This design comes from an exercise in tuning for small area and a short achievable clock period on the open sky130 flow, not from production work.
Function was checked by simulation only, so behaviour that the tests miss may differ from the original.
Power figures rest on the tool's default switching activity, not on a simulated workload.

==> flow/design.v (excerpt) <==
module register_access_top (
    input  logic                       clk,
    input  logic                       reset,
    input  logic                       flush,
    input  logic [15:0]                write_cs,
    input  logic                       write_cs_enable,
    input  logic                       d_valid,
    output logic                       d_ready,
    input  logic [48:0]                d_bundle_bits,
    output logic                       r_valid,
    input  logic                       r_ready,
    output logic [166:0]               r_bundle_bits,
    input  logic [39:0]                wb_reg_bits,
    input  logic [19:0]                wb_seg_bits
);
    logic [2:0]  d_size;
    logic [2:0]  d_k0;
    logic [2:0]  d_k1;
    logic [2:0]  d_r0;
    logic [2:0]  d_r1;
    logic [2:0]  d_rm;
    logic [2:0]  d_so;
    logic        d_sov;
    logic        d_pop;
    logic        d_push;
    logic        d_dv;
    logic [2:0]  d_dr;
    assign d_size = d_bundle_bits[32:30];
    assign d_k0   = d_bundle_bits[29:27];
    assign d_k1   = d_bundle_bits[26:24];
    assign d_r0   = d_bundle_bits[23:21];
    assign d_r1   = d_bundle_bits[20:18];
  ...
==> flow/config.mk <==
export PLATFORM = sky130hd
export DESIGN_NAME = register_access_top
export DESIGN_NICKNAME = register_access_top
export VERILOG_FILES = /design/flow/design.v
export SDC_FILE = /design/flow/constraint.sdc
export NUM_CORES = 4
export LEC_CHECK = 0
export CAP_MARGIN = 20
export CORE_MARGIN = 2
export CORE_UTILIZATION = 40
export CTS_BUF_LIST = sky130_fd_sc_hd__clkbuf_16
export CTS_CLUSTER_DIAMETER = 80
export CTS_CLUSTER_SIZE = 25
export SETUP_SLACK_MARGIN = 1.9
export SLEW_MARGIN = 20
export SYNTH_HIERARCHICAL = 1
==> flow/constraint.sdc <==
create_clock -name core_clock -period 5.0 [get_ports {clk}]
set_input_delay 1.0000 -clock core_clock [delete_from_list [all_inputs] [get_ports {clk}]]
set_output_delay 1.0000 -clock core_clock [all_outputs]
set_load 0.01 [all_outputs]
standard.sh (not shown) runs the stock make flow with config.mk's settings and CLKGATE_MAP_FILE= SYNTH_SCRIPT=/design/flow/synth_recipe.tcl, a recipe that flattens the netlist after the stock synthesis.
==> flow/flow/run.sh <==
#!/bin/bash
# The standard layout with two changes to how it is made:
#  - after synthesis, every combinational cell is set to the smallest drive
#    strength of its kind and the floorplan step removes synthesis's buffers
#    (REMOVE_ABC_BUFFERS), so the timing repair of the later steps sizes up
#    and buffers only what the placed design needs;
#  - the ports get the smallest buffer instead of the delay buffer that
#    buffer_ports picks by default.
# Each tool's output goes to a log file of its own here; ORFS also keeps
# each step's log under orfs/logs/.
set -euo pipefail
results=orfs/results/${FLOW_PLATFORM}/register_access_top/base
bash standard.sh synth > synth_make.log 2>&1
LIB_FILE=${FLOW_HOME}/platforms/${FLOW_PLATFORM}/lib/sky130_fd_sc_hd__tt_025C_1v80.lib \
ODB_IN=${results}/1_synth.odb ODB_OUT=${results}/1_synth.odb \
    openroad -no_init -exit flow/downsize.tcl > downsize.log 2>&1
bash standard.sh "BUFFER_PORTS_ARGS=-buffer_cell sky130_fd_sc_hd__buf_1" REMOVE_ABC_BUFFERS=1 finish \
    > flow_make.log 2>&1
==> flow/flow/downsize.tcl <==
# Set every combinational cell of the synthesized netlist to the smallest
# drive strength of its kind; the timing repair of the later steps sizes up
# only what the layout needs. Flip-flops keep the cell synthesis gave them.
read_liberty $::env(LIB_FILE)
read_db $::env(ODB_IN)
set db [ord::get_db]
set block [ord::get_db_block]
array set smallest {}
foreach lib [$db getLibs] {
  foreach m [$lib getMasters] {
    set n [$m getName]
    if {![regexp {^(sky130_fd_sc_hd__[a-z0-9]+)_([0-9]+)$} $n -> kind drive]} continue
    if {[regexp {probe|lpflow|clkdly|dlygate|dlymetal} $n]} continue
    set a [expr {[$m getWidth] * [$m getHeight]}]
    if {![info exists smallest($kind)] || $a < [lindex $smallest($kind) 1]} {
      set smallest($kind) [list $m $a]
    }
  }
}
set swapped 0
set saved 0
foreach inst [$block getInsts] {
  set m [$inst getMaster]
  set n [$m getName]
  if {![regexp {^(sky130_fd_sc_hd__[a-z0-9]+)_([0-9]+)$} $n -> kind drive]} continue
  if {[regexp {^sky130_fd_sc_hd__(df|edf|sdf|sedf|dl|conb)} $n]} continue
  if {![info exists smallest($kind)]} continue
  set sm [lindex $smallest($kind) 0]
  if {$sm ne $m} {
    set saved [expr {$saved + [$m getWidth]*[$m getHeight] - [lindex $smallest($kind) 1]}]
    $inst swapMaster $sm
    incr swapped
  }
}
puts "downsize: swapped $swapped cells, saved [expr {$saved / 1e6}] um2"
write_db $::env(ODB_OUT)
The first run finished clean.
Rerun with:
CORE_UTILIZATION = 70   (was 40)
Global-route usage climbs by 15 points. Design area drops by 3.6%. Clock power drops by 15%. Sequential power stays flat. Non-clock buffer count drops by 24.
Rerun with:
CORE_UTILIZATION = 65   (was 70)
What happened: Wire length hardly moves; hold slack hardly moves; setup slack improved by 0.036 ns; via count decreases slightly; global-route usage shrinks by 2.7 points; fmax went up slightly; die area rises by a little under a tenth.
Rerun with:
SETUP_SLACK_MARGIN = 2.0   (was 1.9)
The changed run finished with timing, DRC and antenna clean.
Routed wire length barely changes.
Via count stays flat.
Sequential power hardly moves.
Sequential cell count stays the same.
Fmax drops slightly.
Setup slack got worse by 0.017 ns.
First-iteration DRC count falls by a few percent.
Total power stays flat.
Global-route usage is about the same.
Sequential share of layout area hardly moves.
Clock-buffer cell count is unchanged.

register_access_top, a different RTL version from the one above (not shown whole).
Size in the first run: ~300 I/O pins, ~25000 µm² of cells after synthesis.
clock: 5.0 ns
lec_check: 0
cap_margin: 20
core_margin: 2
core_utilization: 70
cts_buf_list: sky130_fd_sc_hd__clkbuf_16
cts_cluster_diameter: 80
cts_cluster_size: 25
setup_slack_margin: 2.0
slew_margin: 20
synth_hierarchical: 1
Scripts as last shown in full above: flow/flow/run.sh, flow/flow/downsize.tcl
The first run went through all stages and came out clean.
Edit:
CORE_UTILIZATION = 65   (was 70)
SETUP_SLACK_MARGIN = 2.1   (was 2.0)
Result: Power came out higher by 2.1%; sequential power barely changes; design area came out higher by 0.64%; register-to-register slack degrades by 0.09 ns; combinational power is about the same.

[separate check: timing with driven ports]
Ports are ideal in the flow. The routed layouts listed here were re-timed in OpenROAD. Step 1, drivers: a clkbuf_16 drives clk and a buf_2 each remaining input, both assumed. Step 2 also shifts input and output timing later by t, the mid clock arrival at the registers, as if the neighbouring blocks saw the same clock. Slacks: no drivers / after step 1 / after step 2; pairs: no drivers / after step 1.
| run | t, ns | slack for setup (ns) | hold WS [ns] | clock arrival spread, ns | pins driven straight from the clock port |
|---|---|---|---|---|---|
| the first run of note 1 | 0.645 | 1.731 / 1.617 / 1.270 | 0.471 / 0.471 / 0.471 | 0.041 / 0.040 | 1 |
| the second run of note 1 | 0.656 | 1.762 / 1.712 / 1.387 | 0.471 / 0.471 / 0.471 | 0.018 / 0.018 | 1 |
| the third run of note 1 | 0.661 | 1.799 / 1.688 / 1.307 | 0.471 / 0.471 / 0.471 | 0.023 / 0.023 | 1 |
| the fourth run of note 1 | 0.659 | 1.781 / 1.670 / 1.319 | 0.468 / 0.468 / 0.468 | 0.028 / 0.028 | 1 |
| the first run of note 2 | 0.644 | 1.933 / 1.850 / 1.392 | 0.468 / 0.468 / 0.468 | 0.019 / 0.018 | 1 |
| the second run of note 2 | 0.669 | 1.948 / 1.894 / 1.478 | 0.472 / 0.472 / 0.472 | 0.020 / 0.019 | 1 |
After both steps setup and hold are still met in every run listed. For the first run of note 2, which loses most, drivers alone change the setup slack by -0.083 ns; drivers and shift together by -0.541 ns.
